What follows belongs to an exercise in optimizing a design on an open flow for small area, a short achievable clock period and few clock cycles per item; a production flow would make more cautious choices. At most, simulation tests tie the RTL to the original design; equivalence was not proved. Only the layout flow was run in run 2; the RTL was not checked for function there.

$ cat flow/config.mk
export PLATFORM = sky130hd
export DESIGN_NAME = sha1_cumulative_part_digest
export DESIGN_NICKNAME = sha1_cumulative_part_digest
export VERILOG_FILES = /design/flow/design.v
export SDC_FILE = /design/flow/constraint.sdc
export NUM_CORES = 4
export LEC_CHECK = 0
export CAP_MARGIN = 20
export CORE_MARGIN = 2
export CORE_UTILIZATION = 40
export PLACE_DENSITY = 0.6
export SLEW_MARGIN = 20
$ cat flow/design.v
`default_nettype none
package scpd_pkg;
    localparam logic [26:0] PART_SIZE_RESET = 27'd32768;    
    localparam logic [26:0] PART_SIZE_MAX   = 27'd67108864;
    localparam logic [60:0] TOTAL_MAX       = {61{1'b1}};
    localparam logic [1:0] KIND_PART  = 2'd1;
    localparam logic [1:0] KIND_FINAL = 2'd2;
    localparam logic [1:0] KIND_EMPTY = 2'd3;
    localparam logic [31:0] IV_A = 32'h67452301;
    localparam logic [31:0] IV_B = 32'hEFCDAB89;
    localparam logic [31:0] IV_C = 32'h98BADCFE;
    localparam logic [31:0] IV_D = 32'h10325476;
    localparam logic [31:0] IV_E = 32'hC3D2E1F0;
    localparam logic [31:0] K0 = 32'h5A827999;
    localparam logic [31:0] K1 = 32'h6ED9EBA1;
    localparam logic [31:0] K2 = 32'h8F1BBCDC;
    localparam logic [31:0] K3 = 32'hCA62C1D6;
endpackage
`default_nettype wire
`default_nettype none
module sha1_cumulative_part_digest (
    input  wire logic        i_clk,
    input  wire logic        i_rst_n,
    input  wire logic        psel,
    input  wire logic        penable,
    input  wire logic        pwrite,
    input  wire logic [2:0]  paddr,
    input  wire logic [31:0] pwdata,
    output logic [31:0]      prdata,
    output logic             pready,
    input  wire logic        i_push,
    output logic             o_full,
    input  wire logic [63:0] i_data_word,
    input  wire logic [3:0]  i_bytes_valid,
    input  wire logic        i_last_of_file,
    output logic             o_empty,
    input  wire logic        i_pop,
    output logic [31:0]      o_hash_a,
    output logic [31:0]      o_hash_b,
    output logic [31:0]      o_hash_c,
    output logic [31:0]      o_hash_d,
    output logic [31:0]      o_hash_e,
    output logic [31:0]      o_part_number,
    output logic [60:0]      o_end_offset,
    output logic             o_is_final,
    output logic             o_status
);
    logic [26:0] r_psize;
    logic        r_a2;
    assign pready = 1'b1;
    assign prdata = r_a2 ? 32'd0 : {5'd0, r_psize};
    always_ff @(posedge i_clk) begin
        r_a2 <= paddr[2];    
        if (!i_rst_n) begin
            r_psize <= scpd_pkg::PART_SIZE_RESET;
        end else if (psel && penable && pwrite && !paddr[2]) begin
            r_psize <= pwdata[26:0];
        end
    end
    logic [6:0]  r_c;
    logic        r_run;
    logic [31:0] w [16];
    logic [31:0] r_a, r_b, r_cc, r_d;
    logic [31:0] r_ekw;              
    logic [31:0] h [5];
    logic        r_f;                
    logic        r_run_res, r_run_fin;
    logic [2:0]  r_wj;               
    logic        r_wfull;            
    logic        r_blk_res, r_blk_fin;
    logic        r_gact, r_gmark;    
    logic [60:0] r_total;
    logic [31:0] r_pcount;
    logic [26:0] r_bcnt;
    logic        r_pend, r_fdone;
    logic [1:0]  r_pkind;
    logic [31:0] r_opart;
    logic [60:0] r_oend;
    logic        r_ofinal, r_ostatus, r_ovalid, r_oshown;
    logic       tail, wr_opp, acc_ok, accept, wr_gen, wr, is_empty, complete, load;
    logic [2:0] s;
    logic [3:0] js;
    logic [2:0] q;
    logic [3:0] nb;
    assign tail   = r_run && (r_c >= 7'd66);
    assign s      = 3'd0 - r_c[3:1];          
    assign js     = {1'b0, r_wj} + {1'b0, s};
    assign q      = js[2:0];
    assign wr_opp = !r_wfull && r_c[0] && (r_run ? (tail && !js[3]) : 1'b1);
    assign acc_ok = wr_opp && !r_gact && !r_pend && !r_fdone;
    assign o_full = !acc_ok;
    assign accept = i_push && acc_ok;
    assign wr_gen = wr_opp && r_gact;
    assign wr     = accept || wr_gen;
    assign nb       = (!i_last_of_file || i_bytes_valid > 4'd8) ? 4'd8 : i_bytes_valid;
    assign is_empty = i_last_of_file && (nb == 4'd0) && (r_total == 61'd0);
    logic [60:0] tp8, tot_n;
    logic [31:0] pc_inc;
    logic [27:0] bc_inc;
    logic [26:0] bsz;
    logic        part_hit;
    assign tp8    = (&r_total[60:3]) ? scpd_pkg::TOTAL_MAX : r_total + 61'd8;
    assign tot_n  = (nb == 4'd8) ? tp8 : {r_total[60:3], r_total[2:0] | nb[2:0]};
    assign pc_inc = (&r_pcount) ? r_pcount : r_pcount + 32'd1;
    assign bc_inc = {1'b0, r_bcnt} + 28'd1;
    always_comb begin
        if (r_psize == 27'd0)                         bsz = 27'd1;
        else if (r_psize > scpd_pkg::PART_SIZE_MAX)   bsz = scpd_pkg::PART_SIZE_MAX;
        else                                          bsz = r_psize;
    end
    assign part_hit = (bc_inc >= {1'b0, bsz});
    logic [63:0] pin, gword, wdata;
    always_comb begin
        for (int k = 0; k < 8; k++) begin
            if (!i_last_of_file || 4'(k) < nb)  pin[63-8*k -: 8] = i_data_word[63-8*k -: 8];
            else if (4'(k) == nb)               pin[63-8*k -: 8] = 8'h80;
            else                                pin[63-8*k -: 8] = 8'h00;
        end
    end
    assign gword = r_gmark ? {8'h80, 56'd0} : ((r_wj == 3'd7) ? {r_total, 3'b000} : 64'd0);
    assign wdata = r_gact ? gword : pin;
    logic res7, fin7;
    assign res7 = r_gact ? !r_gmark : (!i_last_of_file && part_hit);
    assign fin7 = r_gact && !r_gmark;
    assign complete = r_wfull || ((r_wj == 3'd7) && wr);
    assign load     = !r_run && (r_c == 7'd81) && complete && (!r_oshown || i_pop);
    logic        c81, add, add4, sched;
    logic [31:0] fv, temp, w_new, kn;
    logic [31:0] lb [5];             
    logic [31:0] hb [5];             
    assign c81   = !r_run && (r_c == 7'd81);
    assign add   = r_run && (r_c == 7'd80);
    assign add4  = r_run && (r_c == 7'd79);
    assign sched = r_run && (r_c < 7'd64);
    assign lb[0] = r_f ? scpd_pkg::IV_A : h[0];
    assign lb[1] = r_f ? scpd_pkg::IV_B : h[1];
    assign lb[2] = r_f ? scpd_pkg::IV_C : h[2];
    assign lb[3] = r_f ? scpd_pkg::IV_D : h[3];
    assign lb[4] = r_f ? scpd_pkg::IV_E : h[4];
    assign hb[0] = (r_f && add)  ? scpd_pkg::IV_A : h[0];
    assign hb[1] = (r_f && add)  ? scpd_pkg::IV_B : h[1];
    assign hb[2] = (r_f && add)  ? scpd_pkg::IV_C : h[2];
    assign hb[3] = (r_f && add)  ? scpd_pkg::IV_D : h[3];
    assign hb[4] = (r_f && add4) ? scpd_pkg::IV_E : h[4];
    always_comb begin
        if (r_c < 7'd20)      fv = (r_b & r_cc) | (~r_b & r_d);
        else if (r_c < 7'd40) fv = r_b ^ r_cc ^ r_d;
        else if (r_c < 7'd60) fv = (r_b & r_cc) | (r_b & r_d) | (r_cc & r_d);
        else                  fv = r_b ^ r_cc ^ r_d;
        if (c81)              kn = scpd_pkg::K0;
        else if (r_c < 7'd19) kn = scpd_pkg::K0;
        else if (r_c < 7'd39) kn = scpd_pkg::K1;
        else if (r_c < 7'd59) kn = scpd_pkg::K2;
        else                  kn = scpd_pkg::K3;
    end
    assign temp  = {r_a[26:0], r_a[31:27]} + fv + r_ekw;
    assign w_new = {w[13][30:0] ^ w[8][30:0] ^ w[2][30:0] ^ w[0][30:0],
                    w[13][31] ^ w[8][31] ^ w[2][31] ^ w[0][31]};
    always_ff @(posedge i_clk) begin
        for (int i = 0; i < 16; i++) begin
            if (wr_opp && (q == 3'(i / 2))) begin
                w[i] <= (i % 2 == 0) ? wdata[63:32] : wdata[31:0];
            end else if (i == 15) begin
                w[15] <= sched ? w_new : w[0];
            end else begin
                w[i] <= w[i+1];
            end
        end
        if (c81) begin
            r_a  <= lb[0];
            r_b  <= lb[1];
            r_cc <= lb[2];
            r_d  <= lb[3];
        end else begin
            r_a  <= temp;
            r_b  <= r_a;
            r_cc <= {r_b[1:0], r_b[31:2]};
            r_d  <= r_cc;
        end
        r_ekw <= (c81 ? lb[4] : r_d) + kn + w[1];
        h[0] <= hb[0] + (add  ? r_a  : 32'd0);
        h[1] <= hb[1] + (add  ? r_b  : 32'd0);
        h[2] <= hb[2] + (add  ? r_cc : 32'd0);
        h[3] <= hb[3] + (add  ? r_d  : 32'd0);
        h[4] <= hb[4] + (add4 ? r_d  : 32'd0);
    end
    logic popping, xfer, clr;
    assign popping = i_pop && r_oshown;
    assign xfer    = r_pend && (!r_ovalid || popping);
    assign clr     = r_fdone && !r_pend && !r_gact;
    always_ff @(posedge i_clk) begin
        if (!i_rst_n) begin
            r_run     <= 1'b0;
            r_c       <= 7'd66;
            r_f       <= 1'b1;
            r_run_res <= 1'b0;
            r_run_fin <= 1'b0;
            r_wj      <= 3'd0;
            r_wfull   <= 1'b0;
            r_blk_res <= 1'b0;
            r_blk_fin <= 1'b0;
            r_gact    <= 1'b0;
            r_gmark   <= 1'b0;
            r_pend    <= 1'b0;
            r_fdone   <= 1'b0;
            r_pkind   <= 2'd0;
            r_ovalid  <= 1'b0;
            r_oshown  <= 1'b0;
        end else begin
            if (r_run) begin
                if (r_c == 7'd80) begin
                    r_run <= 1'b0;
                    r_c   <= 7'd81;
                    r_f   <= r_run_fin;
                end else begin
                    r_c <= r_c + 7'd1;
                end
            end else if (r_c == 7'd81) begin
                if (load) begin
                    r_run <= 1'b1;
                    r_c   <= 7'd0;
                end else begin
                    r_c <= 7'd66;
                end
            end else begin
                r_c <= r_c + 7'd1;
            end
            if (wr && !(accept && is_empty)) begin
                r_wj <= r_wj + 3'd1;
                if (r_wj == 3'd7) begin
                    r_blk_res <= res7;
                    r_blk_fin <= fin7;
                    if (!load) r_wfull <= 1'b1;
                end
            end
            if (load) begin
                r_wfull   <= 1'b0;
                r_run_res <= r_wfull ? r_blk_res : res7;
                r_run_fin <= r_wfull ? r_blk_fin : fin7;
            end
            if (wr_gen) begin
                r_gmark <= 1'b0;
                if (!r_gmark && r_wj == 3'd7) r_gact <= 1'b0;
            end
            if (accept) begin
                if (i_last_of_file) begin
                    r_pend  <= 1'b1;
                    r_pkind <= is_empty ? scpd_pkg::KIND_EMPTY : scpd_pkg::KIND_FINAL;
                    if (!is_empty) begin
                        r_fdone <= 1'b1;
                        r_gact  <= 1'b1;
                        r_gmark <= (nb == 4'd8);
                    end
                end else if (r_wj == 3'd7 && part_hit) begin
                    r_pend  <= 1'b1;
                    r_pkind <= scpd_pkg::KIND_PART;
                end
            end
            if (xfer) r_pend <= 1'b0;
            if (clr) r_fdone <= 1'b0;
            if (popping) begin
                r_ovalid <= 1'b0;
                r_oshown <= 1'b0;
            end
            if (add && r_run_res) r_oshown <= 1'b1;
            if (xfer) begin
                r_ovalid <= 1'b1;
                r_oshown <= (r_pkind == scpd_pkg::KIND_EMPTY);
            end
        end
    end
    always_ff @(posedge i_clk) begin
        if (!i_rst_n || clr) begin
            r_total  <= 61'd0;
            r_pcount <= 32'd0;
            r_bcnt   <= 27'd0;
        end else if (accept) begin
            r_total <= tot_n;
            if (i_last_of_file) begin
                if (!is_empty) r_pcount <= pc_inc;
            end else if (r_wj == 3'd7) begin
                if (part_hit) begin
                    r_pcount <= pc_inc;
                    r_bcnt   <= 27'd0;
                end else begin
                    r_bcnt <= bc_inc[26:0];
                end
            end
        end
    end
    always_ff @(posedge i_clk) begin
        if (xfer) begin
            r_opart   <= r_pcount;
            r_oend    <= r_total;
            r_ofinal  <= (r_pkind != scpd_pkg::KIND_PART);
            r_ostatus <= (r_pkind == scpd_pkg::KIND_EMPTY);
        end
    end
    assign o_empty       = !r_oshown;
    assign o_hash_a      = r_ostatus ? 32'd0 : h[0];
    assign o_hash_b      = r_ostatus ? 32'd0 : h[1];
    assign o_hash_c      = r_ostatus ? 32'd0 : h[2];
    assign o_hash_d      = r_ostatus ? 32'd0 : h[3];
    assign o_hash_e      = r_ostatus ? 32'd0 : h[4];
    assign o_part_number = r_opart;
    assign o_end_offset  = r_oend;
    assign o_is_final    = r_ofinal;
    assign o_status      = r_ostatus;
endmodule
`default_nettype wire
$ cat flow/run.sh
#!/bin/bash
# synth_recipe.tcl (not shown) runs the flow's synth.tcl, then flattens the netlist and writes it again
# the make line also repeats each setting of config.mk as NAME=value (left out here)
make -C /OpenROAD-flow-scripts/flow DESIGN_CONFIG=/design/flow/config.mk WORK_HOME=/design/flow/orfs CLKGATE_MAP_FILE= SYNTH_SCRIPT=/design/flow/synth_recipe.tcl finish
$ cat flow/constraint.sdc
create_clock -name core_clock -period 10.0 [get_ports {i_clk}]
set_input_delay 2.0000 -clock core_clock [delete_from_list [all_inputs] [get_ports {i_clk}]]
set_output_delay 2.0000 -clock core_clock [all_outputs]
set_load 0.01 [all_outputs]
==> results.rst, run 1 <==
.. list-table::
   :header-rows: 1

   * - Metric
     - Value
   * - Run status
     - timing/DRC/antenna clean
   * - Core region area
     - 137000 um2
   * - Part of the cycle the worst path needs
     - 0.662
   * - Number of clock buffers inserted by TritonCTS
     - 120
   * - Library cell used as clock root buffer
     - clkbuf_16
   * - Hold-fix buffers at CTS
     - 0
   * - Slew @ Worst Pin
     - 1.14 ns
   * - Mean number of vias per cell
     - 5.39
   * - Placer's final routability congestion estimate
     - 0.929
   * - Top-level port count
     - 401
   * - Hold_sp
     - w[6][2]
   * - Count of final hold-check violations
     - 0
   * - Worst hold path cell count
     - 2
   * - Final core area utilization
     - 0.471
   * - Critical path endpoint category
     - flip-flop
   * - Maximum capacitance violations
     - 0
   * - Per-cell routed wire length
     - 19.9 um
   * - Register bit total from synthesis
     - 1100
   * - Endpoint with the worst hold slack
     - w[5][2]
   * - Total number of clock tree sinks
     - 1100
   * - Register-to-register setup slack
     - 3.38 ns
   * - Number of DRC markers in iteration 0
     - 3659
   * - Count of port buffers added during placement
     - 387
   * - Layout overhead on the synthesized area
     - 17.1%
   * - RSZ-0062 raised after global routing
     - no
   * - Number of enable flip-flop cells after synthesis
     - 95
   * - Worst-path fanout max
     - 32
   * - Share of synthesized area occupied by flip-flops and latches
     - 0.417
   * - Count of final max-slew check failures
     - 0
   * - Reg2Reg Depth
     - 21
   * - DRC errors left
     - 0
   * - CP required
     - 10.65 ns
   * - Number of synthesis warnings
     - 5
   * - First-pass GRT wire length
     - 260000 um
   * - Total global routing track utilization
     - 0.236
   * - Number of setup violations in the final report
     - 0
   * - Initial core utilization
     - 0.402
   * - Final sum of negative setup slack
     - 0 ns
   * - Worst-Skew Late Latency
     - 0.79 ns
   * - Number of H-tree branching levels
     - 3
   * - Syn_area_per_cell
     - 8.53 um2
   * - Class of the most critical setup path
     - reg -> reg
   * - CTS tree
     - yes
   * - Vias in the first global route
     - 43600
   * - Total half-perimeter wirelength after legalization and detailed placement
     - 124000 um
   * - Detailed-route wire length
     - 170000 um
   * - Endpoint of the lowest-slack register-to-register path
     - r_ekw[30]
   * - RR Startpoint
     - r_c[6]
   * - Routed vias
     - 46200
   * - Maximum number of pins on one net before global-route repair
     - 200
   * - Final clock skew
     - 0.0827 ns
   * - Number of antenna violations at the first check in global routing
     - 7
   * - Unique masters post-synth
     - 84
   * - Die W
     - 375 um
   * - Height of the die
     - 375 um
   * - Antenna violation net count after detailed routing
     - 0
   * - CP Launch Type
     - flip-flop
   * - Number of gates given a new drive strength after cts
     - 0
   * - Post-CTS setup buffer count
     - 0
   * - Maximum frequency from static timing analysis
     - 151 MHz
   * - Primary flip-flop cell chosen by synthesis mapping
     - dfxtp_1
   * - Clock slew seen by the registers of the worst setup and hold paths
     - 0.06 ns
   * - Crit path arrival time
     - 7.27 ns
   * - Congestion Overflow GR
     - 0
   * - Share of cells above drive strength 1
     - 0.0467
   * - Final net count
     - 7144
   * - Deepest clock path buffer count
     - 3
   * - Synth Cell Area
     - 55100 um2
   * - Worst slew margin relative to its limit
     - 0.241
   * - Cells after Synth
     - 6454
   * - Total iterations of the first detailed-routing run
     - 6
   * - Shortest clock period the worst path allows after layout
     - 6.62 ns
   * - Site row count
     - 136
   * - Area of the die
     - 141000 um2
   * - Post-synthesis async set-or-reset flop share
     - 0
   * - Path type of the worst min-delay path
     - reg -> reg
[stage by stage]
step / hold slack [ns] / worst slack [ns] / std cells / cell area [um2]
final: 0.406 / 3.38 / 8569 / 64500
after global routing: 0.435 / 3.00 / 8567 / 64400
after global placement: 0.404 / 3.56 / 8344 / 60400
after detailed placement: 0.410 / 3.44 / 8346 / 60400
after CTS: 0.410 / 3.44 / 8563 / 64400
after floorplan: 0.401 / 3.01 / 6458 / 55100
[worst max-delay path, cell delays in order (launching register included)]
cell and delay, ns:
dfxtp_1 0.65, nor2b_1 0.29, nand4_1 0.24, nand2b_4 0.45, o21ai_0 0.37, inv_1 0.23
nand2_1 0.15, inv_1 0.12, nand2_1 0.14, inv_1 0.18, fa_1 0.53, inv_1 0.04
ha_1 0.21, and2_1 0.18, or4b_2 0.61, a22oi_1 0.47, o22ai_1 0.19, o311ai_0 0.53
a21oi_1 0.23, a41oi_1 0.32, mux2i_1 0.23, nand3_1 0.09
[registers in the layout, indices dropped and copies added (netlist names), 2 cells and up]
signal and count:
r_d 32, w 512, r_pcount 32, r_pkind 2
r_oend 61, r_ekw 32, h 160, r_opart 32
r_c 7, r_b 32, r_wj 3, r_psize 27
r_total 61, r_bcnt 27, r_a 32, r_cc 32
[layout by cell type (no fill, tap or decap), types with 98 or more instances in the layout]
master | Yosys | layout
o21ai_0 | 817 | 817
nor2b_1 | 236 | 235
nand2b_1 | 132 | 131
nor2_1 | 288 | 284
xnor2_1 | 268 | 268
clkbuf_16 | 0 | 127
nand2_1 | 1000 | 993
inv_1 | 265 | 265
fa_1 | 98 | 98
a21oi_1 | 293 | 293
nand3_1 | 191 | 187
dfxtp_1 | 1005 | 1004
ha_1 | 261 | 261
clkdlybuf4s50_1 | 0 | 386
and2_1 | 194 | 193
[per-layer routing]
| metal | global-route usage | share of wire | vias to the layer above |
|---|---|---|---|
| met5 | 0 | 0 | - |
| met4 | 0.107 | 0.048 | 0 |
| met3 | 0.0312 | 0.050 | 312 |
| met2 | 0.391 | 0.46 | 1251 |
| met1 | 0.306 | 0.44 | 22100 |
| li1 | - | - | 22600 |
[how the worst max path moves through the flow]
stage,start,endpoint,slack (ns)
detailed placement,r_c[6],r_ekw[30],3.44
finish,r_c[6],r_ekw[30],3.38
global placement,r_c[6],r_ekw[30],3.56
global route,r_c[6],r_ekw[30],3.00
floorplan,i_pop,r_oshown,3.01
CTS,r_c[6],r_ekw[30],3.44
[final cells by class]
cell class,instances,area (um2)
Inverter,267,1000
Sequential cell,1100,23000
Timing Repair Buffer,432,4220
Tap cell,1794,2240
Antenna cell,6,15.0
Clock inverter,43,453
Fill cell,13300,72500
Multi-Input combinational cell,4753,30000
Clock buffer,174,3580
[cells in the mapped netlist (55+ instances only)]
cell type,count,share of area
a22oi_1,63,0.0086
and3_1,67,0.0076
fa_1,98,0.036
a21o_1,86,0.012
a21oi_1,293,0.027
edfxtp_1,95,0.052
nand3_1,191,0.017
and2_1,194,0.022
xor2_1,89,0.014
o21ai_0,817,0.074
nor2_1,288,0.020
xnor2_1,268,0.043
o211ai_1,55,0.0075
nand4_1,55,0.0063
ha_1,261,0.059
inv_1,265,0.018
dfxtp_1,1005,0.37
nor3_1,66,0.0060
clkbuf_1,317,0.022
nand2b_1,132,0.015
nand2_1,1000,0.068
nor2b_1,236,0.027
[logic make-up after synthesis]
kind of cell,after synthesis,share of synthesized area
AO/OA/AOI/OAI,1613,0.172
XOR/XNOR,357,0.0568
adder cells (fa/ha/maj),359,0.0950
buffers and inverters,605,0.0420
flip-flops,1100,0.417
multiplexers,46,0.00877
other,2,0.000136
AND/OR/NAND/NOR,2372,0.208
Testbench counts, summed over its fixed seeds: cycles 64,414, bytes 47,624.
==> run 2: changes to the inputs <==
--- a/flow/design.v
+++ b/flow/design.v
@@ -57,11 +57,12 @@
             r_psize <= pwdata[26:0];
         end
     end
-    logic [6:0]  r_c;
+    logic [5:0]  r_c;
+    logic [1:0]  r_ph, r_phn;        
     logic        r_run;
     logic [31:0] w [16];
     logic [31:0] r_a, r_b, r_cc, r_d;
-    logic [31:0] r_ekw;              
+    logic [31:0] r_ekw, r_ekw1;      
     logic [31:0] h [5];
     logic        r_f;                
     logic        r_run_res, r_run_fin;
@@ -82,11 +83,11 @@
     logic [3:0] js;
     logic [2:0] q;
     logic [3:0] nb;
-    assign tail   = r_run && (r_c >= 7'd66);
-    assign s      = 3'd0 - r_c[3:1];          
+    assign tail   = r_run && (r_c >= 6'd34);
+    assign s      = 3'd1 - r_c[2:0];          
     assign js     = {1'b0, r_wj} + {1'b0, s};
     assign q      = js[2:0];
-    assign wr_opp = !r_wfull && r_c[0] && (r_run ? (tail && !js[3]) : 1'b1);
+    assign wr_opp = !r_wfull && (r_run ? (tail && !js[3]) : 1'b1);
     assign acc_ok = wr_opp && !r_gact && !r_pend && !r_fdone;
     assign o_full = !acc_ok;
     assign accept = i_push && acc_ok;
@@ -123,15 +124,15 @@
     assign res7 = r_gact ? !r_gmark : (!i_last_of_file && part_hit);
     assign fin7 = r_gact && !r_gmark;
     assign complete = r_wfull || ((r_wj == 3'd7) && wr);
-    assign load     = !r_run && (r_c == 7'd81) && complete && (!r_oshown || i_pop);
-    logic        c81, add, add4, sched;
-    logic [31:0] fv, temp, w_new, kn;
+    assign load     = !r_run && (r_c == 6'd41) && complete && (!r_oshown || i_pop);
+    logic        c41, add, add4, sched;
+    logic [31:0] kn, f1, f2, t1, t2, z2, wn0, wn1;
     logic [31:0] lb [5];             
     logic [31:0] hb [5];             
-    assign c81   = !r_run && (r_c == 7'd81);
-    assign add   = r_run && (r_c == 7'd80);
-    assign add4  = r_run && (r_c == 7'd79);
-    assign sched = r_run && (r_c < 7'd64);
+    assign c41   = !r_run && (r_c == 6'd41);
+    assign add   = r_run && (r_c == 6'd40);
+    assign add4  = r_run && (r_c == 6'd39);
+    assign sched = r_run && (r_c < 6'd32);
     assign lb[0] = r_f ? scpd_pkg::IV_A : h[0];
     assign lb[1] = r_f ? scpd_pkg::IV_B : h[1];
     assign lb[2] = r_f ? scpd_pkg::IV_C : h[2];
@@ -142,47 +143,66 @@
     assign hb[2] = (r_f && add)  ? scpd_pkg::IV_C : h[2];
     assign hb[3] = (r_f && add)  ? scpd_pkg::IV_D : h[3];
     assign hb[4] = (r_f && add4) ? scpd_pkg::IV_E : h[4];
-    always_comb begin
-        if (r_c < 7'd20)      fv = (r_b & r_cc) | (~r_b & r_d);
-        else if (r_c < 7'd40) fv = r_b ^ r_cc ^ r_d;
-        else if (r_c < 7'd60) fv = (r_b & r_cc) | (r_b & r_d) | (r_cc & r_d);
-        else                  fv = r_b ^ r_cc ^ r_d;
-        if (c81)              kn = scpd_pkg::K0;
-        else if (r_c < 7'd19) kn = scpd_pkg::K0;
-        else if (r_c < 7'd39) kn = scpd_pkg::K1;
-        else if (r_c < 7'd59) kn = scpd_pkg::K2;
-        else                  kn = scpd_pkg::K3;
-    end
-    assign temp  = {r_a[26:0], r_a[31:27]} + fv + r_ekw;
-    assign w_new = {w[13][30:0] ^ w[8][30:0] ^ w[2][30:0] ^ w[0][30:0],
-                    w[13][31] ^ w[8][31] ^ w[2][31] ^ w[0][31]};
+    function automatic logic [31:0] kof(input logic [1:0] ph);
+        logic [31:0] k;
+        unique case (ph)
+            2'd0:    k = scpd_pkg::K0;
+            2'd1:    k = scpd_pkg::K1;
+            2'd2:    k = scpd_pkg::K2;
+            default: k = scpd_pkg::K3;
+        endcase
+        kof = k;
+    endfunction
+    function automatic logic [31:0] fof(input logic [1:0] ph, input logic [31:0] x,
+                                        input logic [31:0] y, input logic [31:0] z);
+        logic [31:0] f;
+        unique case (ph)
+            2'd0:    f = (x & y) | (~x & z);
+            2'd2:    f = (x & y) | (x & z) | (y & z);
+            default: f = x ^ y ^ z;
+        endcase
+        fof = f;
+    endfunction
+    assign kn   = c41 ? scpd_pkg::K0 : kof(r_phn);
+    assign f1   = fof(r_ph, r_b, r_cc, r_d);
+    assign f2   = fof(r_ph, r_a, {r_b[1:0], r_b[31:2]}, r_cc);
+    assign t1   = {r_a[26:0], r_a[31:27]} + f1 + r_ekw;
+    assign z2   = f2 + r_ekw1;
+    assign t2   = {t1[26:0], t1[31:27]} + z2;
+    assign wn0  = {w[13][30:0] ^ w[8][30:0] ^ w[2][30:0] ^ w[0][30:0],
+                   w[13][31] ^ w[8][31] ^ w[2][31] ^ w[0][31]};
+    assign wn1  = {w[14][30:0] ^ w[9][30:0] ^ w[3][30:0] ^ w[1][30:0],
+                   w[14][31] ^ w[9][31] ^ w[3][31] ^ w[1][31]};
     always_ff @(posedge i_clk) begin
         for (int i = 0; i < 16; i++) begin
             if (wr_opp && (q == 3'(i / 2))) begin
                 w[i] <= (i % 2 == 0) ? wdata[63:32] : wdata[31:0];
+            end else if (i == 14) begin
+                w[14] <= sched ? wn0 : w[0];
             end else if (i == 15) begin
-                w[15] <= sched ? w_new : w[0];
+                w[15] <= sched ? wn1 : w[1];
             end else begin
-                w[i] <= w[i+1];
+                w[i] <= w[i+2];
             end
         end
-        if (c81) begin
+        if (c41) begin
             r_a  <= lb[0];
             r_b  <= lb[1];
             r_cc <= lb[2];
             r_d  <= lb[3];
         end else begin
-            r_a  <= temp;
-            r_b  <= r_a;
-            r_cc <= {r_b[1:0], r_b[31:2]};
-            r_d  <= r_cc;
+            r_a  <= t2;
+            r_b  <= t1;
+            r_cc <= {r_a[1:0], r_a[31:2]};
+            r_d  <= {r_b[1:0], r_b[31:2]};
         end
-        r_ekw <= (c81 ? lb[4] : r_d) + kn + w[1];
+        r_ekw  <= (c41 ? lb[4] : r_cc) + kn + w[2];
+        r_ekw1 <= (c41 ? lb[3] : {r_b[1:0], r_b[31:2]}) + kn + w[3];
         h[0] <= hb[0] + (add  ? r_a  : 32'd0);
         h[1] <= hb[1] + (add  ? r_b  : 32'd0);
         h[2] <= hb[2] + (add  ? r_cc : 32'd0);
         h[3] <= hb[3] + (add  ? r_d  : 32'd0);
-        h[4] <= hb[4] + (add4 ? r_d  : 32'd0);
+        h[4] <= hb[4] + (add4 ? r_cc : 32'd0);
     end
     logic popping, xfer, clr;
     assign popping = i_pop && r_oshown;
@@ -191,7 +211,9 @@
     always_ff @(posedge i_clk) begin
         if (!i_rst_n) begin
             r_run     <= 1'b0;
-            r_c       <= 7'd66;
+            r_c       <= 6'd34;
+            r_ph      <= 2'd0;
+            r_phn     <= 2'd0;
             r_f       <= 1'b1;
             r_run_res <= 1'b0;
             r_run_fin <= 1'b0;
@@ -208,22 +230,29 @@
             r_oshown  <= 1'b0;
         end else begin
             if (r_run) begin
-                if (r_c == 7'd80) begin
+                if (r_c == 6'd40) begin
                     r_run <= 1'b0;
-                    r_c   <= 7'd81;
+                    r_c   <= 6'd41;
                     r_f   <= r_run_fin;
                 end else begin
-                    r_c <= r_c + 7'd1;
+                    r_c <= r_c + 6'd1;
                 end
-            end else if (r_c == 7'd81) begin
+            end else if (r_c == 6'd41) begin
                 if (load) begin
                     r_run <= 1'b1;
-                    r_c   <= 7'd0;
+                    r_c   <= 6'd0;
                 end else begin
-                    r_c <= 7'd66;
+                    r_c <= 6'd34;
                 end
             end else begin
-                r_c <= r_c + 7'd1;
+                r_c <= r_c + 6'd1;
+            end
+            if (load) begin
+                r_ph  <= 2'd0;
+                r_phn <= 2'd0;
+            end else if (r_run) begin
+                r_ph <= r_phn;
+                if (r_c == 6'd8 || r_c == 6'd18 || r_c == 6'd28) r_phn <= r_phn + 2'd1;
             end
             if (wr && !(accept && is_empty)) begin
                 r_wj <= r_wj + 3'd1;
--- a/flow/config.mk
+++ b/flow/config.mk
@@ -5,8 +5,10 @@
 export SDC_FILE = /design/flow/constraint.sdc
 export NUM_CORES = 4
 export LEC_CHECK = 0
+export ABC_AREA = 1
 export CAP_MARGIN = 20
 export CORE_MARGIN = 2
 export CORE_UTILIZATION = 40
 export PLACE_DENSITY = 0.6
+export SETUP_SLACK_MARGIN = 5
 export SLEW_MARGIN = 20
==> run 2 against run 1 <==
Non-clock buffer count up 106. Fmax is 20% higher. Utilization rose by 1.4 points. Final area rose by 22%. Count of clock-buffer cells in the layout up 28. Synthesized area increased by 19%. Register-to-register slack gained 1.1 ns. Die area rose by 19%. Critical path type unchanged.
==> results.rst, run 2 <==
.. list-table::
   :header-rows: 1

   * - Metric
     - Value
   * - Final worst-path setup slack
     - 4.47 ns (+1.09 ns)
   * - First-pass GRT wire length
     - 393000 um (+51%)
   * - Post-synthesis async set-or-reset flop share
     - 0 (unchanged)
   * - Commonest cells after routing, fill and taps aside
     - nand2_1 (1826), inv_1 (1042), dfxtp_1 (978)
   * - CP Launch Type
     - flip-flop
   * - Maximum number of pins on one net before global-route repair
     - 107 (-47%)
   * - Worst Setup Slack post-DPL
     - 2.95 ns (-0.492 ns)
   * - Antenna violation net count after detailed routing
     - 0 (unchanged)
   * - Total number of clock tree sinks
     - 1135 (+3.2%)
   * - Library cell used as clock root buffer
     - clkbuf_16
   * - Routed vias
     - 61800 (+34%)
   * - Dominant cell by count in the synthesized netlist
     - nand2_1
   * - Post-Place Cells
     - 11100 (+32%)
   * - CP required
     - 10.63 ns (-0.02 ns)
   * - Primary flip-flop cell chosen by synthesis mapping
     - dfxtp_1
   * - Total half-perimeter wirelength after legalization and detailed placement
     - 212000 um (+71%)
   * - Number of synthesis warnings
     - 5 (unchanged)
   * - Final net count
     - 9757 (+37%)
   * - Count of final hold-check violations
     - 0 (unchanged)
   * - DRC errors left
     - 0 (unchanged)
   * - Maximum frequency from static timing analysis
     - 181 MHz (+20%)
   * - Final sum of negative setup slack
     - 0 ns (unchanged)
   * - Initial core utilization
     - 0.403 (+0.000914)
   * - Number of flip-flops in the largest register
     - 512 (unchanged)
   * - Largest area contributor in the synthesized netlist
     - dfxtp_1
   * - Reg with most FFs
     - w
   * - Core region area
     - 163000 um2 (+19%)
   * - Top-level port count
     - 401 (unchanged)
   * - Class of the most critical setup path
     - reg -> reg
   * - Placer's final routability congestion estimate
     - 1.04 (+12%)
   * - Synth Cell Area
     - 65500 um2 (+19%)
   * - Area contributors post-synth
     - dfxtp_1 (32%), nand2_1 (11%), inv_1 (6.4%)
   * - Die W
     - 409 um (+9.0%)
   * - Hold-fix buffers at CTS
     - 0 (unchanged)
   * - Most common cell after layout, fill and taps aside
     - nand2_1
   * - Reg2Reg Depth
     - 27 (+29%)
   * - Largest registers in the final layout
     - w x512, h x160
   * - Area of the die
     - 167000 um2 (+19%)
   * - Final core area utilization
     - 0.485 (+0.0140)
   * - Worst-path fanout max
     - 4 (-88%)
   * - Maximum capacitance violations
     - 0 (unchanged)
   * - Number of antenna violations at the first check in global routing
     - 14 (+7)
   * - Shortest clock period the worst path allows after layout
     - 5.53 ns (-1.09 ns)
   * - Layout overhead on the synthesized area
     - 20.3%
   * - Number of setup violations in the final report
     - 0 (unchanged)
   * - RSZ-0062 raised after global routing
     - yes
   * - Total global routing track utilization
     - 0.317 (+0.0812)
   * - Top cells by count, synth
     - nand2_1 (1851), inv_1 (1123), dfxtp_1 (1040)
   * - Syn_area_per_cell
     - 7.48 um2 (-12%)
   * - Mean number of vias per cell
     - 5.42 (+0.49%)
   * - Cells after Synth
     - 8754 (+36%)
   * - Final clock skew
     - 0.0447 ns (-0.0380 ns)
   * - Area share of the largest cell type after synthesis
     - 0.318 (-0.0476)
   * - Clock slew seen by the registers of the worst setup and hold paths
     - 0.06 ns (about the same)
   * - Congestion Overflow GR
     - 0 (unchanged)
   * - Share of synthesized area occupied by flip-flops and latches
     - 0.361 (-0.0558)
   * - Slew @ Worst Pin
     - 1.11 ns (-0.0294 ns)
   * - Deepest clock path buffer count
     - 3 (unchanged)
   * - Worst slew margin relative to its limit
     - 0.261 (+0.0196)
   * - Minimum hold slack
     - 0.407 ns (+0.00127 ns)
   * - Vias in the first global route
     - 58100 (+33%)
   * - Register-to-register setup slack
     - 4.47 ns (+1.09 ns)
   * - Share of cells above drive strength 1
     - 0.0855 (+0.0388)
   * - Per-cell routed wire length
     - 24.1 um (+21%)
   * - Worst-Skew Late Latency
     - 0.79 ns (about the same)
   * - Site row count
     - 148 (+8.8%)
   * - Unique masters post-synth
     - 64 (-24%)
   * - Number of H-tree branching levels
     - 4 (+1)
   * - Total iterations of the first detailed-routing run
     - 8 (+2)
   * - Worst hold path cell count
     - 2 (unchanged)
   * - Detailed-route wire length
     - 275000 um (+62%)
   * - Part of the cycle the worst path needs
     - 0.553 (-0.109)
   * - Path type of the worst min-delay path
     - reg -> reg
   * - Register bit total from synthesis
     - 1135 (+3.2%)
   * - Number of enable flip-flop cells after synthesis
     - 95 (unchanged)
   * - Crit path arrival time
     - 6.16 ns (-1.11 ns)
   * - CTS tree
     - yes
   * - Count of final max-slew check failures
     - 0 (unchanged)
   * - Critical path endpoint category
     - flip-flop
   * - Number of clock buffers inserted by TritonCTS
     - 134 (+12%)
   * - Non-filler cells, final
     - 11400 (+33%)
   * - Count of port buffers added during placement
     - 387 (unchanged)
   * - Number of DRC markers in iteration 0
     - 5814 (+59%)
   * - Run status
     - timing/DRC/antenna clean
   * - Height of the die
     - 409 um (+9.0%)
run 2: cell type report:
| type | count | area, um2 |
|---|---|---|
| fillers | 16400 | 83800 |
| clock buffers | 202 | 3930 |
| diodes | 2 | 5.00 |
| clock inverters | 39 | 569 |
| multi-input cells | 6172 | 37900 |
| well taps | 2175 | 2720 |
| repair buffers | 538 | 5340 |
| repair inverters | 2 | 11.3 |
| flip-flops and latches | 1135 | 23800 |
| inverters | 1144 | 4440 |
run 2: per-layer routing:
layer | track usage | vias to the layer above | part of all wire
met4 | 0.181 | 16 | 0.069
met3 | 0.0530 | 625 | 0.070
met1 | 0.394 | 29400 | 0.40
met5 | 0 | - | 0.00036
met2 | 0.521 | 2492 | 0.46
li1 | - | 29200 | -
run 2: repair_timing:
item                       CTS  global route
buffers inserted            71            25
cloned                       6             6
pin swaps                  108            71
resized for setup          428           125
setup endpoints to repair  107           135
run 2: stage by stage:
step           instance area, um2
2_1_floorplan               65600
3_3_place_gp                71300
3_5_place_dp                71300
4_1_cts                     78000
5_1_grt                     78800
6_report                    78800
run 2: worst paths after layout:
| path | startpoint | endpoint |
|---|---|---|
| worst min register to register | w[10][19] | w[8][19] |
| worst min-delay path | w[10][19] | w[8][19] |
| worst max register to register | r_cc[1] | r_a[11] |
| worst max-delay path | r_cc[1] | r_a[11] |
run 2: kinds of logic after synthesis:
kind of cell	after synthesis	synth area share
adders and majority gates	519	0.121
buffers and inverters	1454	0.0856
other	2	0.000115
and+or+nand+nor	3233	0.200
AOI/OAI and AO/OA	1874	0.160
DFF	1135	0.361
xor gates and xnor gates	537	0.0718
run 2: worst max-delay path, cell delays in order, from the launching register on:
cell,delay (ns)
dfxtp_4,0.37
inv_6,0.04
fa_1,0.56
o22ai_2,0.10
nor2_2,0.13
fa_1,0.42
inv_2,0.08
ha_4,0.14
inv_2,0.04
fa_2,0.38
nand3b_1,0.20
nand2_4,0.15
nand3_4,0.08
o2111ai_4,0.13
nand3_2,0.14
nand2_4,0.12
xor2_4,0.26
fa_1,0.48
fa_2,0.45
o21ai_4,0.18
a21oi_4,0.11
o21ai_4,0.22
inv_2,0.08
o21ai_4,0.17
buf_6,0.13
a21oi_2,0.04
o21ai_1,0.08
o21ai_1,0.07
==> run 3: changes to the inputs <==
--- a/flow/design.v
+++ b/flow/design.v
@@ -18,6 +18,26 @@
 endpackage
 `default_nettype wire
 `default_nettype none
+module scpd_inc #(
+    parameter int unsigned W = 8
+) (
+    input  wire logic [W-1:0] a,
+    output logic [W-1:0]      y,
+    output logic              co
+);
+    logic [W:0] c;
+    always_comb begin
+        c[0] = 1'b1;
+        for (int i = 0; i < W; i++) begin
+            if (i % 4 == 0 && i + 4 <= W) c[i+4] = c[i] & (&a[i +: 4]);
+            if (i % 4 != 3 || i + 1 > W - (W % 4)) c[i+1] = c[i] & a[i];
+        end
+        y  = a ^ c[W-1:0];
+        co = c[W];
+    end
+endmodule
+`default_nettype wire
+`default_nettype none
 module sha1_cumulative_part_digest (
     input  wire logic        i_clk,
     input  wire logic        i_rst_n,
@@ -100,10 +120,17 @@
     logic [27:0] bc_inc;
     logic [26:0] bsz;
     logic        part_hit;
-    assign tp8    = (&r_total[60:3]) ? scpd_pkg::TOTAL_MAX : r_total + 61'd8;
+    logic [57:0] tw_i;
+    logic [31:0] pc_i;
+    logic [26:0] bc_i;
+    logic        tw_co, pc_co, bc_co;
+    scpd_inc #(.W(58)) u_inc_total (.a(r_total[60:3]), .y(tw_i), .co(tw_co));
+    scpd_inc #(.W(32)) u_inc_parts (.a(r_pcount), .y(pc_i), .co(pc_co));
+    scpd_inc #(.W(27)) u_inc_blocks (.a(r_bcnt), .y(bc_i), .co(bc_co));
+    assign tp8    = tw_co ? scpd_pkg::TOTAL_MAX : {tw_i, r_total[2:0]};
     assign tot_n  = (nb == 4'd8) ? tp8 : {r_total[60:3], r_total[2:0] | nb[2:0]};
-    assign pc_inc = (&r_pcount) ? r_pcount : r_pcount + 32'd1;
-    assign bc_inc = {1'b0, r_bcnt} + 28'd1;
+    assign pc_inc = pc_co ? r_pcount : pc_i;
+    assign bc_inc = {bc_co, bc_i};
     always_comb begin
         if (r_psize == 27'd0)                         bsz = 27'd1;
         else if (r_psize > scpd_pkg::PART_SIZE_MAX)   bsz = scpd_pkg::PART_SIZE_MAX;
@@ -125,24 +152,25 @@
     assign fin7 = r_gact && !r_gmark;
     assign complete = r_wfull || ((r_wj == 3'd7) && wr);
     assign load     = !r_run && (r_c == 6'd41) && complete && (!r_oshown || i_pop);
-    logic        c41, add, add4, sched;
+    logic        c41, sched, hp_sh, hq_sh;
+    logic [31:0] xp, xq, ivp, ivq, sp, sq;
     logic [31:0] kn, f1, f2, t1, t2, z2, wn0, wn1;
     logic [31:0] lb [5];             
-    logic [31:0] hb [5];             
     assign c41   = !r_run && (r_c == 6'd41);
-    assign add   = r_run && (r_c == 6'd40);
-    assign add4  = r_run && (r_c == 6'd39);
     assign sched = r_run && (r_c < 6'd32);
     assign lb[0] = r_f ? scpd_pkg::IV_A : h[0];
     assign lb[1] = r_f ? scpd_pkg::IV_B : h[1];
     assign lb[2] = r_f ? scpd_pkg::IV_C : h[2];
     assign lb[3] = r_f ? scpd_pkg::IV_D : h[3];
     assign lb[4] = r_f ? scpd_pkg::IV_E : h[4];
-    assign hb[0] = (r_f && add)  ? scpd_pkg::IV_A : h[0];
-    assign hb[1] = (r_f && add)  ? scpd_pkg::IV_B : h[1];
-    assign hb[2] = (r_f && add)  ? scpd_pkg::IV_C : h[2];
-    assign hb[3] = (r_f && add)  ? scpd_pkg::IV_D : h[3];
-    assign hb[4] = (r_f && add4) ? scpd_pkg::IV_E : h[4];
+    assign hp_sh = r_run && (r_c >= 6'd38) && (r_c <= 6'd40);
+    assign hq_sh = r_run && (r_c >= 6'd39) && (r_c <= 6'd40);
+    assign xp    = (r_c == 6'd40) ? r_a : {r_a[1:0], r_a[31:2]};
+    assign xq    = (r_c == 6'd40) ? r_b : {r_b[1:0], r_b[31:2]};
+    assign ivp   = (r_c == 6'd38) ? scpd_pkg::IV_E : ((r_c == 6'd39) ? scpd_pkg::IV_C : scpd_pkg::IV_A);
+    assign ivq   = (r_c == 6'd39) ? scpd_pkg::IV_D : scpd_pkg::IV_B;
+    assign sp    = (r_f ? ivp : h[4]) + xp;
+    assign sq    = (r_f ? ivq : h[3]) + xq;
     function automatic logic [31:0] kof(input logic [1:0] ph);
         logic [31:0] k;
         unique case (ph)
@@ -198,11 +226,15 @@
         end
         r_ekw  <= (c41 ? lb[4] : r_cc) + kn + w[2];
         r_ekw1 <= (c41 ? lb[3] : {r_b[1:0], r_b[31:2]}) + kn + w[3];
-        h[0] <= hb[0] + (add  ? r_a  : 32'd0);
-        h[1] <= hb[1] + (add  ? r_b  : 32'd0);
-        h[2] <= hb[2] + (add  ? r_cc : 32'd0);
-        h[3] <= hb[3] + (add  ? r_d  : 32'd0);
-        h[4] <= hb[4] + (add4 ? r_cc : 32'd0);
+        if (hp_sh) begin
+            h[0] <= sp;
+            h[2] <= h[0];
+            h[4] <= h[2];
+        end
+        if (hq_sh) begin
+            h[1] <= sq;
+            h[3] <= h[1];
+        end
     end
     logic popping, xfer, clr;
     assign popping = i_pop && r_oshown;
@@ -291,7 +323,7 @@
                 r_ovalid <= 1'b0;
                 r_oshown <= 1'b0;
             end
-            if (add && r_run_res) r_oshown <= 1'b1;
+            if (r_run && r_c == 6'd40 && r_run_res) r_oshown <= 1'b1;
             if (xfer) begin
                 r_ovalid <= 1'b1;
                 r_oshown <= (r_pkind == scpd_pkg::KIND_EMPTY);
==> run 3 against run 2 <==
Non-clock buffer count increased by 37. Still clean on timing, DRC and antenna. Count of clock-buffer cells in the layout down 13. Sequential share of layout area rose by 3.5 points. Clock skew shrank 0.010 ns. Synthesized cell count down 15%.
==> results.rst, run 3 <==
.. list-table::
   :header-rows: 1

   * - Metric
     - Value
   * - Largest area contributor in the synthesized netlist
     - dfxtp_1
   * - Clock slew seen by the registers of the worst setup and hold paths
     - 0.06 ns (about the same)
   * - Area contributors post-synth
     - dfxtp_1 (29%), edfxtp_1 (12%), nand2_1 (8.2%)
   * - CTS tree
     - yes
   * - Share of synthesized area occupied by flip-flops and latches
     - 0.412 (+0.0507)
   * - Class of the most critical setup path
     - reg -> reg
   * - Path type of the worst min-delay path
     - reg -> reg
   * - Worst-path fanout max
     - 7 (+3)
   * - Family with the most delay on the worst path
     - adder cells
   * - Die W
     - 396 um (-3.2%)
   * - Detailed-route wire length
     - 241000 um (-12%)
   * - Top cells by count, synth
     - nand2_1 (1336), o21ai_0 (958), inv_1 (916)
   * - Met3 routing resource usage after global routing
     - 0.0622 (+0.00925)
   * - Peak per-stage delay on the critical path
     - 0.52 ns (-0.04 ns)
   * - Part of the cycle the worst path needs
     - 0.566 (+0.0132)
   * - Final clock skew
     - 0.0345 ns (-0.0102 ns)
   * - Number of H-tree branching levels
     - 4 (unchanged)
   * - Shortest clock period the worst path allows after layout
     - 5.66 ns (+0.132 ns)
   * - Reg with most FFs
     - w
   * - Number of enable flip-flop cells after synthesis
     - 255 (+170%)
   * - Number of antenna violations at the first check in global routing
     - 22 (+8)
   * - Count of final max-slew check failures
     - 0 (unchanged)
   * - Run status
     - timing/DRC/antenna clean
   * - Congestion Overflow GR
     - 0 (unchanged)
   * - CP required
     - 10.65 ns (+0.02 ns)
   * - Total iterations of the first detailed-routing run
     - 6 (-2)
   * - RSZ-0062 raised after global routing
     - yes
   * - Total number of clock tree sinks
     - 1135 (unchanged)
   * - Height of the die
     - 396 um (-3.2%)
   * - Post-synthesis async set-or-reset flop share
     - 0 (unchanged)
   * - Syn_area_per_cell
     - 8.27 um2 (+11%)
   * - Worst slew margin relative to its limit
     - 0.141 (-0.119)
   * - Area of the die
     - 156000 um2 (-6.3%)
   * - Largest registers in the final layout
     - w x512, h x160
   * - Initial core utilization
     - 0.403 (about the same)
   * - First-pass GRT wire length
     - 347000 um (-12%)
   * - Total global routing track utilization
     - 0.299 (-0.0179)
   * - Cells after Synth
     - 7415 (-15%)
   * - Antenna violation net count after detailed routing
     - 0 (unchanged)
   * - Maximum capacitance violations
     - 0 (unchanged)
   * - Most common cell after layout, fill and taps aside
     - nand2_1
   * - Hold-fix buffers at CTS
     - 0 (unchanged)
   * - Minimum hold slack
     - 0.409 ns (+0.00127 ns)
   * - Synth Cell Area
     - 61300 um2 (-6.4%)
   * - Number of setup violations in the final report
     - 0 (unchanged)
   * - Routed vias
     - 54600 (-12%)
   * - Met2 track demand over resource
     - 0.440 (-0.0811)
   * - Per-cell routed wire length
     - 24.2 um (+0.36%)
   * - Critical path endpoint category
     - flip-flop
   * - Met1 usage in global routing
     - 0.423 (+0.0296)
   * - Maximum frequency from static timing analysis
     - 177 MHz (-2.3%)
   * - Layout overhead on the synthesized area
     - 22.6%
   * - Area share of the largest cell type after synthesis
     - 0.287 (-0.0306)
   * - Placer's final routability congestion estimate
     - 1.05 (+0.85%)
   * - DRC errors left
     - 0 (unchanged)
   * - Cell at the slowest stage of the critical path
     - fa_1
   * - Library cell used as clock root buffer
     - clkbuf_16
   * - Maximum number of pins on one net before global-route repair
     - 98 (-8.4%)
   * - Dominant cell by count in the synthesized netlist
     - nand2_1
   * - Number of flip-flops in the largest register
     - 512 (unchanged)
   * - Deepest clock path buffer count
     - 3 (unchanged)
   * - Mean number of vias per cell
     - 5.48 (+1.2%)
   * - Top-level port count
     - 401 (unchanged)
   * - Busiest layer in global routing
     - met2
   * - Count of port buffers added during placement
     - 387 (unchanged)
   * - Final net count
     - 8434 (-14%)
   * - Count of final hold-check violations
     - 0 (unchanged)
   * - Commonest cells after routing, fill and taps aside
     - nand2_1 (1282), o21ai_0 (884), inv_1 (861)
   * - Site row count
     - 143 (-3.4%)
   * - Share of cells above drive strength 1
     - 0.124 (+0.0381)
   * - Unique masters post-synth
     - 60 (-6.3%)
   * - Buf/Inv on CP
     - 7 (+2)
   * - Register bit total from synthesis
     - 1135 (unchanged)
   * - Number of DRC markers in iteration 0
     - 6005 (+3.3%)
   * - Slew @ Worst Pin
     - 1.27 ns (+0.165 ns)
   * - Number of synthesis warnings
     - 7 (+2)
   * - Primary flip-flop cell chosen by synthesis mapping
     - dfxtp_1
   * - CP Launch Type
     - flip-flop
   * - Worst-Skew Late Latency
     - 0.80 ns (about the same)
   * - Final sum of negative setup slack
     - 0 ns (unchanged)
   * - Crit path arrival time
     - 6.31 ns (+0.15 ns)
   * - Vias in the first global route
     - 51600 (-11%)
   * - Core region area
     - 152000 um2 (-6.5%)
   * - Number of clock buffers inserted by TritonCTS
     - 131 (-2.2%)
   * - Total half-perimeter wirelength after legalization and detailed placement
     - 183000 um (-14%)
## run 3: cell types whose count changed in the layout (fill, tap and decap cells not counted), moves of 56 or more
cell      delta
dfxtp_1    -145
o21ai_1     -91
o211ai_2    +56
inv_1      -181
xor2_1     -174
nor2_1     -393
o21ai_0    +141
edfxtp_1   +160
nand2_1    -544
o21ai_2     +73
## run 3: logic make-up (layout without fill, tap and decap cells)
logic type | after synthesis | after routing | synth area share
AOI/OAI and AO/OA | 1905 | 1905 | 0.179
xor gates and xnor gates | 354 | 354 | 0.0506
adders and majority gates | 507 | 507 | 0.126
buffers and inverters | 1237 | 1742 | 0.0797
DFF | 1135 | 1135 | 0.412
other | 2 | 17 | 0.000122
and+or+nand+nor | 2275 | 2275 | 0.152
## run 3: path summary, 6_finish.rpt
kind                            startpoint   endpoint  slack, ns  depth (start not counted)
worst max-delay path               r_ph[1]    r_a[19]       4.34                         32
worst min-delay path             w[15][25]  w[13][25]       0.41                          2
worst max register to register     r_ph[1]    r_a[19]       4.34                         32
worst min register to register   w[15][25]  w[13][25]       0.41                          2
## run 3: final cells by class
cell class | instances | area, um2
timing repair buffer | 575 | 5760
sequential | 1135 | 25400
clock buffer | 189 | 3840
tap | 2030 | 2540
inverter | 926 | 3520
clock inverter | 52 | 674
multi-input combinational | 5047 | 33500
antenna | 11 | 27.5
fill | 14700 | 76900
## run 3: layer usage
metal	wire, um	vias up
met2	102000	2393
met5	30	-
li1	-	25500
met3	21500	421
met4	11400	4
met1	106000	26300
## run 3: tightest hold or removal path: cells and delay by family (launching register included)
kind            cells  cell delay (ns)
flops               1             0.31
compound gates      1             0.05
simple gates        1             0.04
## run 3: per-stage QoR
stage / instances / instance area, um2 / setup WS, ns / util
final: 9965 / 75200 / 4.34 / 0.494
after global routing: 9963 / 75200 / 4.23 / 0.494
after CTS: 9911 / 73900 / 4.50 / 0.486
after detailed placement: 9582 / 66900 / 2.83 / 0.440
after global placement: 9580 / 66800 / 2.84 / 0.439
after floorplan: 7419 / 61400 / 5.02 / -
## run 3: timing repair
| item | 4_1_cts | 5_1_grt |
|---|---|---|
| gates resized for setup | 412 | 248 |
| gates cloned | 5 | 2 |
| setup endpoints to repair | 209 | 114 |
| pin swaps | 58 | 98 |
| endpoints found under the hold margin | 0 | 0 |
| setup buffers | 83 | 39 |
Testbench counts of run 3, summed over its fixed seeds: cycles 32,966, bytes 47,624.
==> run 4: changes to the inputs <==
--- a/flow/design.v
+++ b/flow/design.v
@@ -78,7 +78,8 @@
         end
     end
     logic [5:0]  r_c;
-    logic [1:0]  r_ph, r_phn;        
+    logic [1:0]  r_phn;              
+    logic        r_fch, r_fmaj;      
     logic        r_run;
     logic [31:0] w [16];
     logic [31:0] r_a, r_b, r_cc, r_d;
@@ -101,13 +102,11 @@
     logic       tail, wr_opp, acc_ok, accept, wr_gen, wr, is_empty, complete, load;
     logic [2:0] s;
     logic [3:0] js;
-    logic [2:0] q;
     logic [3:0] nb;
     assign tail   = r_run && (r_c >= 6'd34);
     assign s      = 3'd1 - r_c[2:0];          
     assign js     = {1'b0, r_wj} + {1'b0, s};
-    assign q      = js[2:0];
-    assign wr_opp = !r_wfull && (r_run ? (tail && !js[3]) : 1'b1);
+    assign wr_opp = !r_wfull && (js[2:0] == 3'd7) && (!r_run || tail);
     assign acc_ok = wr_opp && !r_gact && !r_pend && !r_fdone;
     assign o_full = !acc_ok;
     assign accept = i_push && acc_ok;
@@ -181,19 +180,17 @@
         endcase
         kof = k;
     endfunction
-    function automatic logic [31:0] fof(input logic [1:0] ph, input logic [31:0] x,
+    function automatic logic [31:0] fof(input logic ch, input logic maj, input logic [31:0] x,
                                         input logic [31:0] y, input logic [31:0] z);
         logic [31:0] f;
-        unique case (ph)
-            2'd0:    f = (x & y) | (~x & z);
-            2'd2:    f = (x & y) | (x & z) | (y & z);
-            default: f = x ^ y ^ z;
-        endcase
+        if (ch)       f = (x & y) | (~x & z);
+        else if (maj) f = (x & y) | (x & z) | (y & z);
+        else          f = x ^ y ^ z;
         fof = f;
     endfunction
     assign kn   = c41 ? scpd_pkg::K0 : kof(r_phn);
-    assign f1   = fof(r_ph, r_b, r_cc, r_d);
-    assign f2   = fof(r_ph, r_a, {r_b[1:0], r_b[31:2]}, r_cc);
+    assign f1   = fof(r_fch, r_fmaj, r_b, r_cc, r_d);
+    assign f2   = fof(r_fch, r_fmaj, r_a, {r_b[1:0], r_b[31:2]}, r_cc);
     assign t1   = {r_a[26:0], r_a[31:27]} + f1 + r_ekw;
     assign z2   = f2 + r_ekw1;
     assign t2   = {t1[26:0], t1[31:27]} + z2;
@@ -202,16 +199,13 @@
     assign wn1  = {w[14][30:0] ^ w[9][30:0] ^ w[3][30:0] ^ w[1][30:0],
                    w[14][31] ^ w[9][31] ^ w[3][31] ^ w[1][31]};
     always_ff @(posedge i_clk) begin
-        for (int i = 0; i < 16; i++) begin
-            if (wr_opp && (q == 3'(i / 2))) begin
-                w[i] <= (i % 2 == 0) ? wdata[63:32] : wdata[31:0];
-            end else if (i == 14) begin
-                w[14] <= sched ? wn0 : w[0];
-            end else if (i == 15) begin
-                w[15] <= sched ? wn1 : w[1];
-            end else begin
-                w[i] <= w[i+2];
-            end
+        for (int i = 0; i < 14; i++) w[i] <= w[i+2];
+        if (wr_opp) begin
+            w[14] <= wdata[63:32];
+            w[15] <= wdata[31:0];
+        end else begin
+            w[14] <= sched ? wn0 : w[0];
+            w[15] <= sched ? wn1 : w[1];
         end
         if (c41) begin
             r_a  <= lb[0];
@@ -244,8 +238,9 @@
         if (!i_rst_n) begin
             r_run     <= 1'b0;
             r_c       <= 6'd34;
-            r_ph      <= 2'd0;
             r_phn     <= 2'd0;
+            r_fch     <= 1'b1;
+            r_fmaj    <= 1'b0;
             r_f       <= 1'b1;
             r_run_res <= 1'b0;
             r_run_fin <= 1'b0;
@@ -280,10 +275,12 @@
                 r_c <= r_c + 6'd1;
             end
             if (load) begin
-                r_ph  <= 2'd0;
-                r_phn <= 2'd0;
+                r_phn  <= 2'd0;
+                r_fch  <= 1'b1;
+                r_fmaj <= 1'b0;
             end else if (r_run) begin
-                r_ph <= r_phn;
+                r_fch  <= (r_phn == 2'd0);
+                r_fmaj <= (r_phn == 2'd2);
                 if (r_c == 6'd8 || r_c == 6'd18 || r_c == 6'd28) r_phn <= r_phn + 2'd1;
             end
             if (wr && !(accept && is_empty)) begin
--- a/flow/config.mk
+++ b/flow/config.mk
@@ -9,6 +9,7 @@
 export CAP_MARGIN = 20
 export CORE_MARGIN = 2
 export CORE_UTILIZATION = 40
+export CTS_BUF_LIST = sky130_fd_sc_hd__clkbuf_4 sky130_fd_sc_hd__clkbuf_8
 export PLACE_DENSITY = 0.6
 export SETUP_SLACK_MARGIN = 5
 export SLEW_MARGIN = 20
==> run 4 against run 3 <==
Still clean. Flip-flop and latch count is the same. Worst hold slack worse by 0.12 ns. Synthesized area fell by 8.7%. Worst setup slack improved by 0.32 ns. Highest routed layer unchanged.
==> results.rst, run 4 <==
.. list-table::
   :header-rows: 1

   * - Metric
     - Value
   * - Reg with most FFs
     - w
   * - Count of final max-slew check failures
     - 0 (unchanged)
   * - Slew @ Worst Pin
     - 1.22 ns (-0.0551 ns)
   * - DRC errors left
     - 0 (unchanged)
   * - Worst-path fanout max
     - 5 (-2)
   * - Share of synthesized area occupied by flip-flops and latches
     - 0.452 (+0.0395)
   * - Number of antenna violations at the first check in global routing
     - 6 (-73%)
   * - Site row count
     - 137 (-4.2%)
   * - Final net count
     - 7535 (-11%)
   * - Crit path arrival time
     - 6.21 ns (-0.10 ns)
   * - Maximum capacitance violations
     - 0 (unchanged)
   * - Vias in the first global route
     - 46200 (-10%)
   * - Area of the die
     - 143000 um2 (-8.7%)
   * - Run status
     - timing/DRC/antenna clean
   * - Register bit total from synthesis
     - 1135 (unchanged)
   * - Post-Place Cells
     - 8500 (-11%)
   * - Critical path endpoint category
     - flip-flop
   * - Initial core utilization
     - 0.402 (-0.00117)
   * - Area contributors post-synth
     - dfxtp_1 (31%), edfxtp_1 (14%), ha_1 (7.1%)
   * - Clock slew seen by the registers of the worst setup and hold paths
     - 0.07 ns (about the same)
   * - Primary flip-flop cell chosen by synthesis mapping
     - dfxtp_1
   * - Post-synthesis async set-or-reset flop share
     - 0 (unchanged)
   * - Number of fillers in the final layout
     - 13200 (-9.8%)
   * - Unique masters post-synth
     - 59 (-1.7%)
   * - Synth Cell Area
     - 56000 um2 (-8.7%)
   * - Total half-perimeter wirelength after legalization and detailed placement
     - 165000 um (-9.8%)
   * - Total number of clock tree sinks
     - 1135 (unchanged)
   * - CP required
     - 10.88 ns (+0.23 ns)
   * - Area share of the largest cell type after synthesis
     - 0.315 (+0.0275)
   * - Deepest clock path buffer count
     - 3 (unchanged)
   * - Largest area contributor in the synthesized netlist
     - dfxtp_1
   * - Number of flip-flops in the largest register
     - 512 (unchanged)
   * - Syn_area_per_cell
     - 8.75 um2 (+5.8%)
   * - CTS tree
     - yes
   * - Top cells by count, synth
     - nand2_1 (1037), dfxtp_1 (880), inv_1 (847)
   * - Maximum number of pins on one net before global-route repair
     - 93 (-5.1%)
   * - Worst slew margin relative to its limit
     - 0.178 (+0.0371)
   * - Placer's final routability congestion estimate
     - 1.01 (-3.3%)
   * - Total global routing track utilization
     - 0.291 (-0.00865)
   * - Dominant cell by count in the synthesized netlist
     - nand2_1
   * - Most common cell after layout, fill and taps aside
     - nand2_1
   * - Reg area
     - 25400 um2 (about the same)
   * - Maximum frequency from static timing analysis
     - 187 MHz (+6.0%)
   * - Detailed-route wire length
     - 213000 um (-11%)
   * - Largest registers in the final layout
     - w x512, h x160
   * - Count of port buffers added during placement
     - 387 (unchanged)
   * - Path type of the worst min-delay path
     - reg -> reg
   * - Final clock skew
     - 0.0758 ns (+0.0413 ns)
   * - Cell at the slowest stage of the critical path
     - fa_1
   * - Number of DRC markers in iteration 0
     - 4183 (-30%)
   * - Mean number of vias per cell
     - 5.33 (-2.8%)
   * - Number of clock buffers inserted by TritonCTS
     - 191 (+46%)
   * - Commonest cells after routing, fill and taps aside
     - nand2_1 (971), dfxtp_1 (828), inv_1 (816)
   * - Buf/Inv on CP
     - 6 (-1)
   * - Shortest clock period the worst path allows after layout
     - 5.34 ns (-0.319 ns)
   * - Total iterations of the first detailed-routing run
     - 6 (unchanged)
   * - Cells after Synth
     - 6394 (-14%)
   * - Routed vias
     - 47700 (-13%)
   * - Number of H-tree branching levels
     - 4 (unchanged)
   * - Number of enable flip-flop cells after synthesis
     - 255 (unchanged)
   * - Height of the die
     - 378 um (-4.4%)
   * - Part of the cycle the worst path needs
     - 0.534 (-0.0319)
   * - Non-filler cells, final
     - 8960 (-10%)
   * - Family with the most delay on the worst path
     - adder cells
   * - Number of synthesis warnings
     - 7 (unchanged)
   * - Peak per-stage delay on the critical path
     - 0.55 ns (+0.03 ns)
   * - First-pass GRT wire length
     - 305000 um (-12%)
   * - Share of cells above drive strength 1
     - 0.139 (+0.0153)
   * - Worst-Skew Late Latency
     - 0.95 ns (+0.15 ns)
   * - Final sum of negative setup slack
     - 0 ns (unchanged)
   * - Antenna violation net count after detailed routing
     - 0 (unchanged)
   * - Class of the most critical setup path
     - reg -> reg
   * - Count of final hold-check violations
     - 0 (unchanged)
   * - RSZ-0062 raised after global routing
     - yes
   * - Library cell used as clock root buffer
     - clkbuf_8
   * - Layout overhead on the synthesized area
     - 25.0%
   * - Core region area
     - 139000 um2 (-8.5%)
   * - Per-cell routed wire length
     - 23.8 um (-1.6%)
   * - Congestion Overflow GR
     - 0 (unchanged)
   * - Area occupied by multi-input gates
     - 29200 um2 (-13%)
   * - Top-level port count
     - 401 (unchanged)
   * - Die W
     - 378 um (-4.4%)
   * - Number of setup violations in the final report
     - 0 (unchanged)
   * - CP Launch Type
     - flip-flop
## run 4: cell types whose count changed after synthesis, sizes merged, moves of 54 or more
| cell | previous run | this run |
|---|---|---|
| a21oi | 518 | 442 |
| a31oi | 13 | 80 |
| buf | 105 | 51 |
| inv | 923 | 856 |
| nand2 | 1338 | 1037 |
| o21ai | 1035 | 518 |
| xnor2 | 246 | 173 |
| xor2 | 108 | 190 |
## run 4: timing repair
item,4_1_cts,5_1_grt
gates resized for setup,468,254
buffers inserted,50,44
cloned,5,4
hold buffers,0,0
endpoints found under the setup margin,224,129
pin swaps,81,124
## run 4: final cells by class
class | count | area share
Multi-Input combinational cell | 4195 | 0.417
Sequential cell | 1135 | 0.363
Timing Repair Buffer | 539 | 0.0776
Clock buffer | 281 | 0.0507
Inverter | 858 | 0.0464
Tap cell | 1876 | 0.0336
Clock inverter | 70 | 0.0114
Antenna cell | 6 | 0.000215
## run 4: path summary, 6_finish.rpt
check                   to  depth (start not counted)  startpoint  slack [ns]
setup reg to reg   r_a[25]                         27     r_b[30]        4.66
setup / recovery   r_a[25]                         27     r_b[30]        4.66
hold reg to reg   w[3][31]                          0    w[5][31]        0.29
hold / removal    w[3][31]                          0    w[5][31]        0.29
## run 4: cells by family after synthesis
kind of cell | share of synthesized area
xor+xnor | 0.0568
compound gates | 0.132
other cells | 0.000134
buf+inv | 0.0733
flops | 0.452
fa+ha+maj | 0.138
simple gates | 0.148
## run 4: layer usage
layer	global-route usage	up-vias	share of wire	routed length, um
met2	0.449	1906	0.44	93500
met1	0.384	23100	0.43	91900
met3	0.0562	494	0.068	14500
met4	0.157	4	0.063	13500
li1	-	22200	-	-
met5	0	-	0.00011	23
## run 4: through the flow
stage | hold slack, ns | area, um2 | utilization | setup WS (ns)
after floorplan | 0.310 | 56000 | - | 4.96
after global placement | 0.310 | 61800 | 0.444 | 2.77
after detailed placement | 0.312 | 61800 | 0.444 | 2.71
after CTS | 0.276 | 68600 | 0.493 | 4.69
after global routing | 0.293 | 69900 | 0.502 | 4.46
final | 0.287 | 69900 | 0.502 | 4.66
Testbench counts of run 4, summed over its fixed seeds: cycles 32,966, bytes 47,624.

## separate check: timing with driven ports
The results above use ideal ports. As a check the final layouts listed here were re-extracted and re-timed, cells and wires unchanged.
Step 1 assumes that a clkbuf_16 drives the clock port and a buf_2 every other input.
Step 2, shift: input delay + t, output delay - t, t = (earliest + latest rising clock arrival at the registers) / 2. This alone moves slack from input paths to output paths.
a / b / c = ideal ports / drivers / drivers and shift; a / b = the first two.
| run | t, ns | setup slack, ns | worst register clock-pin slew, ns |
|---|---|---|---|
| run 1 | 0.821 | 3.380 / 3.380 / 3.380 | 0.07 / 0.07 |
| run 2 | 0.849 | 4.474 / 4.474 / 4.474 | 0.07 / 0.07 |
| run 3 | 0.869 | 4.342 / 4.342 / 4.342 | 0.06 / 0.06 |
| run 4 | 0.994 | 4.660 / 4.660 / 4.660 | 0.08 / 0.08 |
After both steps setup and hold are still met in every run listed.
